Background: an optimization exercise with open tools, aiming at small area, a short achievable clock period and few clock cycles. Do not read the settings as production practice. The RTL was checked by simulation tests, not by an equivalence proof against the original design. Power is estimated from default activity; no workload was simulated.

==> flow/design.v <==
package mandel_fixed_pkg;
    localparam int BITWIDTH  = 11;
    localparam int FRAC_BITS = 8;
    localparam int CTRWIDTH = 7;
    localparam int PIX_WIDTH = 4;
    localparam int WIDE_WIDTH = 2 * BITWIDTH + 1;
    typedef logic signed [BITWIDTH-1:0]   coord_t;
    typedef logic        [CTRWIDTH-1:0]   ctr_t;
    typedef logic signed [WIDE_WIDTH-1:0] wide_t;
    localparam wide_t ESCAPE_LIMIT = 4 << FRAC_BITS;
endpackage
package mandel_cfg_pkg;
    localparam int CFG_WIDTH = 33;
    localparam int CR_LSB = 0;
    localparam int CR_MSB = 10;
    localparam int CI_LSB = 11;
    localparam int CI_MSB = 21;
    localparam int SCALE_LSB = 22;
    localparam int SCALE_MSB = 23;
    localparam int SEL_LSB = 24;
    localparam int SEL_MSB = 25;
    localparam int MAXC_LSB = 26;
    localparam int MAXC_MSB = 32;
    typedef struct packed {
        logic [6:0]               max_ctr;    
        logic [1:0]               ctr_select;
        logic [1:0]               scaling;
        logic signed [10:0]       ci_offset;  
        logic signed [10:0]       cr_offset;  
    } cfg_t;
endpackage
`timescale 1ns/1ns
module serial_config_rx (
    input  logic                 clk,
    input  logic                 reset,
    input  logic                 cfg_sen,
    input  logic                 cfg_sclk,
    input  logic                 cfg_sdata,
    output mandel_cfg_pkg::cfg_t cfg,
    output logic                 start
);
    logic [2:0]           sen_sync;
    logic [2:0]           sclk_sync;
    logic [2:0]           sdata_sync;
    logic [mandel_cfg_pkg::CFG_WIDTH-1:0] shreg;
    logic                 sclk_rise;
    always_ff @(posedge clk) begin
        if (reset) begin
            sen_sync   <= '0;
            sclk_sync  <= '0;
            sdata_sync <= '0;
            start      <= 1'b0;
        end else begin
            sen_sync   <= {sen_sync[1:0], cfg_sen};
            sclk_sync  <= {sclk_sync[1:0], cfg_sclk};
            sdata_sync <= {sdata_sync[1:0], cfg_sdata};
            start      <= sen_sync[2] & ~sen_sync[1];  
        end
    end
    assign sclk_rise = sclk_sync[1] & ~sclk_sync[2];
    always_ff @(posedge clk) begin
        if (sen_sync[2] && sclk_rise) begin
            shreg <= {sdata_sync[2], shreg[mandel_cfg_pkg::CFG_WIDTH-1:1]};
        end
    end
    always_comb begin
        cfg.cr_offset  = shreg[mandel_cfg_pkg::CR_MSB:mandel_cfg_pkg::CR_LSB];
        cfg.ci_offset  = shreg[mandel_cfg_pkg::CI_MSB:mandel_cfg_pkg::CI_LSB];
        cfg.scaling    = shreg[mandel_cfg_pkg::SCALE_MSB:mandel_cfg_pkg::SCALE_LSB];
        cfg.ctr_select = shreg[mandel_cfg_pkg::SEL_MSB:mandel_cfg_pkg::SEL_LSB];
        cfg.max_ctr    = shreg[mandel_cfg_pkg::MAXC_MSB:mandel_cfg_pkg::MAXC_LSB];
    end
endmodule
`timescale 1ns/1ns
module mandel_engine #(
    parameter int IMG_W = 8,
    parameter int IMG_H = 6
) (
    input  logic                 clk,
    input  logic                 reset,
    input  mandel_cfg_pkg::cfg_t cfg,
    input  logic                 eng_run,        
    input  logic                 eng_new_frame,  
    output logic                 eng_running,
    output logic                 eng_last,       
    output logic [mandel_fixed_pkg::PIX_WIDTH-1:0] eng_count
);
    localparam int XW = (IMG_W > 1) ? $clog2(IMG_W) : 1;
    localparam int YW = (IMG_H > 1) ? $clog2(IMG_H) : 1;
    logic [XW-1:0] x;
    logic [YW-1:0] y;
    logic [XW-1:0] x_eff;
    logic [YW-1:0] y_eff;
    mandel_fixed_pkg::coord_t cr;
    mandel_fixed_pkg::coord_t ci;
    mandel_fixed_pkg::coord_t zr;
    mandel_fixed_pkg::coord_t zi;
    mandel_fixed_pkg::coord_t cr_load;
    mandel_fixed_pkg::coord_t ci_load;
    mandel_fixed_pkg::ctr_t   ctr;
    mandel_fixed_pkg::wide_t zr_sq;
    mandel_fixed_pkg::wide_t zi_sq;
    mandel_fixed_pkg::wide_t zr_zi;
    mandel_fixed_pkg::wide_t mag;
    mandel_fixed_pkg::wide_t zr_next;
    mandel_fixed_pkg::wide_t zi_next;
    logic escape;
    logic stop;
    assign x_eff = eng_new_frame ? '0 : x;
    assign y_eff = eng_new_frame ? '0 : y;
    assign cr_load = cfg.cr_offset + (mandel_fixed_pkg::coord_t'(x_eff) << cfg.scaling);
    assign ci_load = cfg.ci_offset + (mandel_fixed_pkg::coord_t'(y_eff) << cfg.scaling);
    always_comb begin
        zr_sq   = zr * zr;
        zi_sq   = zi * zi;
        zr_zi   = zr * zi;
        mag     = (zr_sq + zi_sq) >>> mandel_fixed_pkg::FRAC_BITS;
        zr_next = ((zr_sq - zi_sq) >>> mandel_fixed_pkg::FRAC_BITS) + cr;
        zi_next = ((zr_zi <<< 1) >>> mandel_fixed_pkg::FRAC_BITS) + ci;  
    end
    assign escape = (mag >= mandel_fixed_pkg::ESCAPE_LIMIT);
    assign stop   = escape || (ctr == cfg.max_ctr);
    always_ff @(posedge clk) begin
        if (reset) begin
            eng_running <= 1'b0;
            x           <= '0;
            y           <= '0;
        end else if (eng_run) begin
            eng_running <= 1'b1;
            x           <= x_eff;
            y           <= y_eff;
        end else if (eng_running && stop) begin
            eng_running <= 1'b0;
            if (x == XW'(IMG_W - 1)) begin
                x <= '0;
                if (y == YW'(IMG_H - 1)) begin
                    y <= '0;
                end else begin
                    y <= y + 1'b1;
                end
            end else begin
                x <= x + 1'b1;
            end
        end
    end
    always_ff @(posedge clk) begin
        if (eng_run) begin
            cr       <= cr_load;
            ci       <= ci_load;
            zr       <= '0;
            zi       <= '0;
            ctr      <= '0;
            eng_last <= (x_eff == XW'(IMG_W - 1)) && (y_eff == YW'(IMG_H - 1));
        end else if (eng_running && !stop) begin
            zr  <= zr_next[mandel_fixed_pkg::BITWIDTH-1:0];  
            zi  <= zi_next[mandel_fixed_pkg::BITWIDTH-1:0];
            ctr <= ctr + 1'b1;
        end
    end
    assign eng_count = ctr[cfg.ctr_select +: mandel_fixed_pkg::PIX_WIDTH];
endmodule
`timescale 1ns/1ns
module render_sequencer (
    input  logic                                 clk,
    input  logic                                 reset,
    input  logic                                 start,
    output logic                                 eng_run,
    output logic                                 eng_new_frame,
    input  logic                                 eng_running,
    input  logic                                 eng_last,
    input  logic [mandel_fixed_pkg::PIX_WIDTH-1:0] eng_count,
    output logic                                 pixel_valid,
    output logic [mandel_fixed_pkg::PIX_WIDTH-1:0] pixel_count,
    output logic                                 frame_done,
    output logic                                 busy
);
    typedef enum logic [1:0] {
        IDLE,
        LAUNCH,
        WAIT_PIXEL,
        NEXT
    } state_t;
    state_t state;
    logic   running_q;
    logic   pixel_end;
    assign pixel_end = running_q & ~eng_running;
    always_ff @(posedge clk) begin
        pixel_count <= eng_count;  
    end
    always_ff @(posedge clk) begin
        if (reset) begin
            state         <= IDLE;
            running_q     <= 1'b0;
            eng_run       <= 1'b0;
            eng_new_frame <= 1'b0;
            pixel_valid   <= 1'b0;
            frame_done    <= 1'b0;
        end else begin
            running_q     <= eng_running;
            eng_run       <= 1'b0;
            eng_new_frame <= 1'b0;
            pixel_valid   <= 1'b0;
            frame_done    <= 1'b0;
            case (state)
                IDLE: begin
                    if (start) begin
                        state <= LAUNCH;
                    end
                end
                LAUNCH: begin
                    eng_run       <= 1'b1;
                    eng_new_frame <= 1'b1;  
                    state         <= WAIT_PIXEL;
                end
                WAIT_PIXEL: begin
                    if (pixel_end) begin
                        pixel_valid <= 1'b1;
                        frame_done  <= eng_last;
                        state       <= eng_last ? IDLE : NEXT;
                    end
                end
                NEXT: begin
                    eng_run <= 1'b1;
                    state   <= WAIT_PIXEL;
                end
                default: state <= IDLE;
            endcase
        end
    end
    assign busy = (state != IDLE);
endmodule
`timescale 1ns/1ns
module mandel_render_top #(
    parameter int IMG_W = 8,
    parameter int IMG_H = 6
) (
    input  logic                                 clk,
    input  logic                                 reset,
    input  logic                                 cfg_sen,
    input  logic                                 cfg_sclk,
    input  logic                                 cfg_sdata,
    output logic                                 pixel_valid,
    output logic [mandel_fixed_pkg::PIX_WIDTH-1:0] pixel_count,
    output logic                                 frame_done,
    output logic                                 busy
);
    mandel_cfg_pkg::cfg_t cfg;
    logic start;
    logic                                 eng_run;
    logic                                 eng_new_frame;
    logic                                 eng_running;
    logic                                 eng_last;
    logic [mandel_fixed_pkg::PIX_WIDTH-1:0] eng_count;
    serial_config_rx u_rx (
        .clk       (clk),
        .reset     (reset),
        .cfg_sen   (cfg_sen),
        .cfg_sclk  (cfg_sclk),
        .cfg_sdata (cfg_sdata),
        .cfg       (cfg),
        .start     (start)
    );
    render_sequencer u_seq (
        .clk         (clk),
        .reset       (reset),
        .start       (start),
        .eng_run       (eng_run),
        .eng_new_frame (eng_new_frame),
        .eng_running   (eng_running),
        .eng_last      (eng_last),
        .eng_count     (eng_count),
        .pixel_valid (pixel_valid),
        .pixel_count (pixel_count),
        .frame_done  (frame_done),
        .busy        (busy)
    );
    mandel_engine #(
        .IMG_W (IMG_W),
        .IMG_H (IMG_H)
    ) u_engine (
        .clk   (clk),
        .reset (reset),
        .cfg   (cfg),
        .eng_run       (eng_run),
        .eng_new_frame (eng_new_frame),
        .eng_running   (eng_running),
        .eng_last      (eng_last),
        .eng_count     (eng_count)
    );
endmodule
==> flow/run.sh <==
#!/bin/bash
# synth_recipe.tcl (not shown) runs the flow's synth.tcl, then flattens the netlist and writes it again
# the make line also repeats each setting of config.mk as NAME=value (left out here)
make -C /OpenROAD-flow-scripts/flow DESIGN_CONFIG=/design/flow/config.mk WORK_HOME=/design/flow/orfs CLKGATE_MAP_FILE= SYNTH_SCRIPT=/design/flow/synth_recipe.tcl finish
==> flow/config.mk <==
export PLATFORM = sky130hd
export DESIGN_NAME = mandel_render_top
export DESIGN_NICKNAME = mandel_render_top
export VERILOG_FILES = /design/flow/design.v
export SDC_FILE = /design/flow/constraint.sdc
export NUM_CORES = 4
export LEC_CHECK = 0
export CAP_MARGIN = 20
export CORE_MARGIN = 2
export CORE_UTILIZATION = 40
export SLEW_MARGIN = 20
==> flow/constraint.sdc <==
create_clock -name core_clock -period 9.0 [get_ports {clk}]
set_input_delay 1.8000 -clock core_clock [delete_from_list [all_inputs] [get_ports {clk}]]
set_output_delay 1.8000 -clock core_clock [all_outputs]
set_load 0.01 [all_outputs]
==> results.txt <==
- The flow ran to the end and the layout has no timing, DRC or antenna violations.
- Of the available clock period, the critical path in the final layout requires 0.922.
- In the final layout, the share of cells above drive strength 1 is 0.0467.
- The end point of the critical path is u_engine.zr[10].
- In this run the cell area measured after placement is 19600 um2.
- In this run the vertical extent of the chip is 220 um.
- In this run, synthesis inferred 56 flip-flops with an integrated enable.
- The clock net in this run drives a total of 113 sinks.
- After detailed routing, the met2 layer carries 20200 um of wire.
- The delay of the slowest cell on the worst path is 0.83 ns.
- The switching power as a share of total power is 0.535.
- The tightest hold path in the finished design has a slack of 0.406 ns.
- For this design, the slowest cell found on the critical path is sky130_fd_sc_hd__dfxtp_1.
- After detailed routing, the wire length on met1 is 18800 um.
- In this run the clock root is driven by a sky130_fd_sc_hd__clkbuf_16.
- Dividing the detail-routed via count by the number of cells gives 5.02.
- The CTS tree is built.
- The global-route wire length before repair is 70300 um.
- For this design the total switching power over the nets is 3.98 mW.
- After detailed routing, the number of remaining DRC violations is 0.
- The sum of met3 wire segment lengths after detailed routing is 1580 um.
- The die is 220 um wide.
- The sum of overflow across all layers after global routing is 0.
- The clock-pin slew reported for the worst setup and hold paths after clock tree synthesis is 0.06 ns.
- The achievable clock frequency is 120 MHz.
- The end of the worst register-to-register path is u_engine.zr[10].
- The number of hold violations in the final report is 0.
- The first detailed-routing pass took 7 iterations.
- The count of nets after finishing is 2527.
- The repair_antennas step left the layout with diodes totalling 0.
- The worst path in the final design needs a cycle of 8.30 ns, including I/O delays and setup.
- The count of pins over their slew limit is 0.
- The average instance area after synthesis is 9.28 um2.
- For this run, the total global-route usage over all layers was measured as 0.182.
- The design draws 7.43 mW.
- The number of global-route vias before repair is 14000.
- The top-level port count is 12.
- The peak supply drop is 0.000441 V.
- For this run, the register share of the synthesized area comes to 0.151.
- The worst setup path is captured at a register.
- The power density of the placed cells is 368 nW/um2.
- The critical path required time is 9.33 ns.
- Setup repair after global routing left no endpoint under its margin.
- The remaining antenna violation count after routing is 0.
- Of all flip-flops after synthesis, the portion carrying an async set or reset was 0.
- The region available for standard cell placement spans 46400 um2.
- The total of fill cells in the finished design is 4482.
- The reg-to-reg startpoint is u_engine.zi[5].
- The highest metal layer carrying signal wires in the routed design is met4.
- Setup violations remaining at the end of the flow were counted as 0.
- For the pin with the worst max-slew slack, the measured transition is 0.894 ns.
- Counting flops and latches in the post-synthesis netlist gives 113.
- The total half-perimeter wirelength after legalization and detailed placement is 34600 um.
- The combined area of all synthesized cells is 18700 um2.
- The power share of the sequential group is 0.091.
- The number of cells on the worst reg-to-reg path is 30.
- The setup TNS after final layout is 0 ns.
- The area taken by multi-input logic gates is 14100 um2.
- During synthesis, Yosys emitted a total of 3 warnings.
- The worst setup path is launched from a register.
- The routability congestion estimate from global placement is 0.866.
- The remaining max-slew budget at the tightest pin is 0.403.
- The initial antenna violation count is 0.
- The fraction of power consumed by the clock network is 0.081.
- The most numerous cell type found on the critical path is sky130_fd_sc_hd__fa_1.
- The number of clock buffers inserted by TritonCTS is 17.
- The post-cts repair resize count is 0.
- At the end of the flow the core is filled with cells to 0.435.
- The number of buffers on the longest clock path is 2.
- The total wire length after detailed routing is 41600 um.
- The clock network latency to the later pin of the worst-skew pair is 0.41 ns.
- The tightest min-delay check is of the register to register type.
- The post-CTS setup repair buffer count is 0.
- Clock skew on the completed layout was measured at 0.0106 ns.
- When the netlist entered floorplanning its net count stood at 2526.
- The number of buffers inserted for hold repair after clock tree synthesis is 0.
- Dividing the detail-routed wire length by the instance count gives 15.7 um.
- The number of buffer cells added on primary ports is 11.
- The floorplan step defined a die boundary enclosing 48600 um2.
- The effective utilization at floorplan is 0.404.
- The detailed router finished its first iteration with 686 violations.
- The class of the most critical setup path is register to register.
- The share of total power in combinational logic is 0.828.
- For this run, the leading register cell type out of synthesis is sky130_fd_sc_hd__dfxtp_1.
- The area growth from synthesis to final layout is 7.53%.
- Synthesis handed over a netlist of 2020 instances.
- Counting distinct cell types in the post-synthesis netlist gives 67.
- Detailed routing inserted a total of 13300 vias.
- Entering global routing, the biggest net connects 62 pins.
- The design internal power is 3.45 mW.
- Tracing the worst setup path back leads to its startpoint at u_engine.zi[5].
- With fillers left out, the area of the finished cells amounts to 20200 um2.
- The area occupied by registers is 2820 um2.
- The max-cap check violation count is 0.
- For the worst setup path, the data arrival time is 8.63 ns.
- The maximum fanout along the worst path is 16.
- The cell row count is 79.
- The clock tree synthesis step divided the H-tree into 4 levels.
- The reported leakage power is 10.1 nW.
- The worst register-to-register path has a setup slack of 0.70 ns.
kinds of logic after synthesis:
kind of cell,Yosys count,share of synthesized area
AO/OA/AOI/OAI,247,0.0862
XOR/XNOR,134,0.0626
flip-flops,113,0.151
multiplexers,15,0.0112
buffers and inverters,485,0.0983
adder cells (fa/ha/maj),501,0.454
AND/OR/NAND/NOR,525,0.137
registers in the layout, summed over array words and instances (netlist names):
name / cells
u_rx.shreg: 33
u_engine.ci: 11
u_engine.cr: 11
u_engine.zi: 11
u_engine.zr: 11
u_engine.ctr: 7
u_seq.pixel_count: 4
u_engine.x: 3
u_engine.y: 3
u_rx.sclk_sync: 3
u_rx.sdata_sync: 3
u_rx.sen_sync: 3
u_seq.state: 2
u_engine.eng_last: 1
u_engine.eng_running: 1
u_rx.start: 1
u_seq.eng_new_frame: 1
u_seq.eng_run: 1
u_seq.frame_done: 1
u_seq.pixel_valid: 1
u_seq.running_q: 1
worst max-delay path, delay by kind of cell, from the launching register on:
family	cells	cell delay, ns
xor+xnor	2	0.41
fa+ha+maj	8	3.50
flops	1	0.83
compound gates	10	1.90
simple gates	7	1.39
buf+inv	3	0.18
metrics by stage:
stage	setup WS (ns)	instances
after floorplan	1.68	2020
after global placement	1.08	2609
after detailed placement	0.766	2609
after global routing	0.108	2641
final	0.701	2641
after CTS	0.724	2641
cells in the mapped netlist (4+ instances only):
cell type	n	area (um2)
sky130_fd_sc_hd__xor2_1	28	245
sky130_fd_sc_hd__nor3b_1	4	30.0
sky130_fd_sc_hd__nand2_1	162	608
sky130_fd_sc_hd__edfxtp_1	56	1680
sky130_fd_sc_hd__nor2b_1	48	300
sky130_fd_sc_hd__o31ai_1	7	52.6
sky130_fd_sc_hd__o21ai_0	35	175
sky130_fd_sc_hd__inv_1	412	1550
sky130_fd_sc_hd__buf_2	6	30.0
sky130_fd_sc_hd__a211oi_1	7	52.6
sky130_fd_sc_hd__or2_2	7	43.8
sky130_fd_sc_hd__xnor2_1	106	928
sky130_fd_sc_hd__dfxtp_1	57	1140
sky130_fd_sc_hd__and2_1	74	463
sky130_fd_sc_hd__o21bai_1	14	105
sky130_fd_sc_hd__nand3_1	42	210
sky130_fd_sc_hd__clkinv_1	5	18.8
sky130_fd_sc_hd__nor2_1	103	387
sky130_fd_sc_hd__nand2b_1	15	93.8
sky130_fd_sc_hd__mux2_2	4	45.0
sky130_fd_sc_hd__nor4_1	4	25.0
sky130_fd_sc_hd__clkbuf_1	57	214
sky130_fd_sc_hd__mux2i_1	6	60.1
sky130_fd_sc_hd__o2111ai_1	5	43.8
sky130_fd_sc_hd__fa_1	298	5970
sky130_fd_sc_hd__nand4_1	5	31.3
sky130_fd_sc_hd__or3_1	6	37.5
sky130_fd_sc_hd__o21a_1	13	97.6
sky130_fd_sc_hd__nor3_1	27	135
sky130_fd_sc_hd__mux4_2	4	90.1
sky130_fd_sc_hd__and3_1	14	87.6
sky130_fd_sc_hd__a21oi_1	86	430
sky130_fd_sc_hd__a21o_1	22	165
sky130_fd_sc_hd__nor4b_1	6	52.6
sky130_fd_sc_hd__ha_1	203	2540
sky130_fd_sc_hd__o211ai_1	11	82.6
sky130_fd_sc_hd__a31oi_1	15	93.8
how the worst min path moves through the flow:
stage | cells past startpoint | slack [ns] | startpoint | end
6_report | 0 | 0.41 | u_rx.sdata_sync[2] | u_rx.shreg[32]
5_1_grt | 0 | 0.42 | u_rx.sdata_sync[2] | u_rx.shreg[32]
4_1_cts | 0 | 0.40 | u_rx.sdata_sync[2] | u_rx.shreg[32]
3_5_place_dp | 0 | 0.39 | u_rx.sdata_sync[2] | u_rx.shreg[32]
3_3_place_gp | 0 | 0.39 | u_rx.sdata_sync[2] | u_rx.shreg[32]
2_1_floorplan | 0 | 0.39 | u_rx.sdata_sync[2] | u_rx.shreg[32]
area by class of cell:
class	count	share of cell area
inverter	418	0.0778
multi-input combinational	1422	0.699
clock buffer	19	0.0215
sequential	113	0.140
clock inverter	13	0.00478
timing repair buffer	49	0.0196
tap	607	0.0377
routing by layer:
layer | global-route usage | up-vias
met3 | 0.0228 | 42
li1 | - | 6383
met1 | 0.245 | 6587
met4 | 0.0499 | 0
met5 | 0 | -
met2 | 0.311 | 243
power by group through the flow:
stage	registers (mW)	logic (mW)	clock network [mW]
after CTS	0.670	6.18	0.613
after global placement	0.681	6.04	0
final	0.674	6.15	0.602
after global routing	0.677	6.95	0.639
after detailed placement	0.681	6.13	0
after floorplan	0.612	4.68	0
cells in the final DEF, fill, tap and decap left out, drive strengths merged, types with 7 or more instances in the layout:
master	instances
a211oi	7
a21o	22
a21oi	87
a31oi	16
and2	74
and3	14
buf	38
clkbuf	19
clkdlybuf4s50	11
clkinv	14
dfxtp	57
edfxtp	56
fa	298
ha	203
inv	413
nand2	162
nand2b	15
nand3	42
nor2	103
nor2b	48
nor3	27
o211ai	12
o21a	13
o21ai	38
o21bai	14
o31ai	7
or2	7
xnor2	106
xor2	28
Testbench counts, summed over its fixed seeds: cycles 237,399.

-- port drivers added, routing unchanged --
Ports are ideal in the flow. The routed layout listed here was re-timed in OpenROAD.
Step 1 (the two cells are an assumption about what drives the block):
set clk [get_ports {clk}]
set_driving_cell -lib_cell sky130_fd_sc_hd__clkbuf_16 $clk
set_driving_cell -lib_cell sky130_fd_sc_hd__buf_2 [delete_from_list [all_inputs] $clk]
Step 2 times the ports against the registers' clock, not the clock port: input delays grow and output delays shrink by t, the midpoint of the rising clock arrivals with the driver on.
a / b / c = no drivers / after step 1 / after step 2; a / b = the first two.
t (ns): 0.448
slack for setup (ns): 0.701 / 0.701 / 0.701
hold slack, ns: 0.406 / 0.406 / 0.406
worst slew at a driven data input, ns: 0.03
After both steps this run still meets setup and hold. The setup slack of this run moves by 0.000 ns with the drivers and by 0.000 ns with both steps.
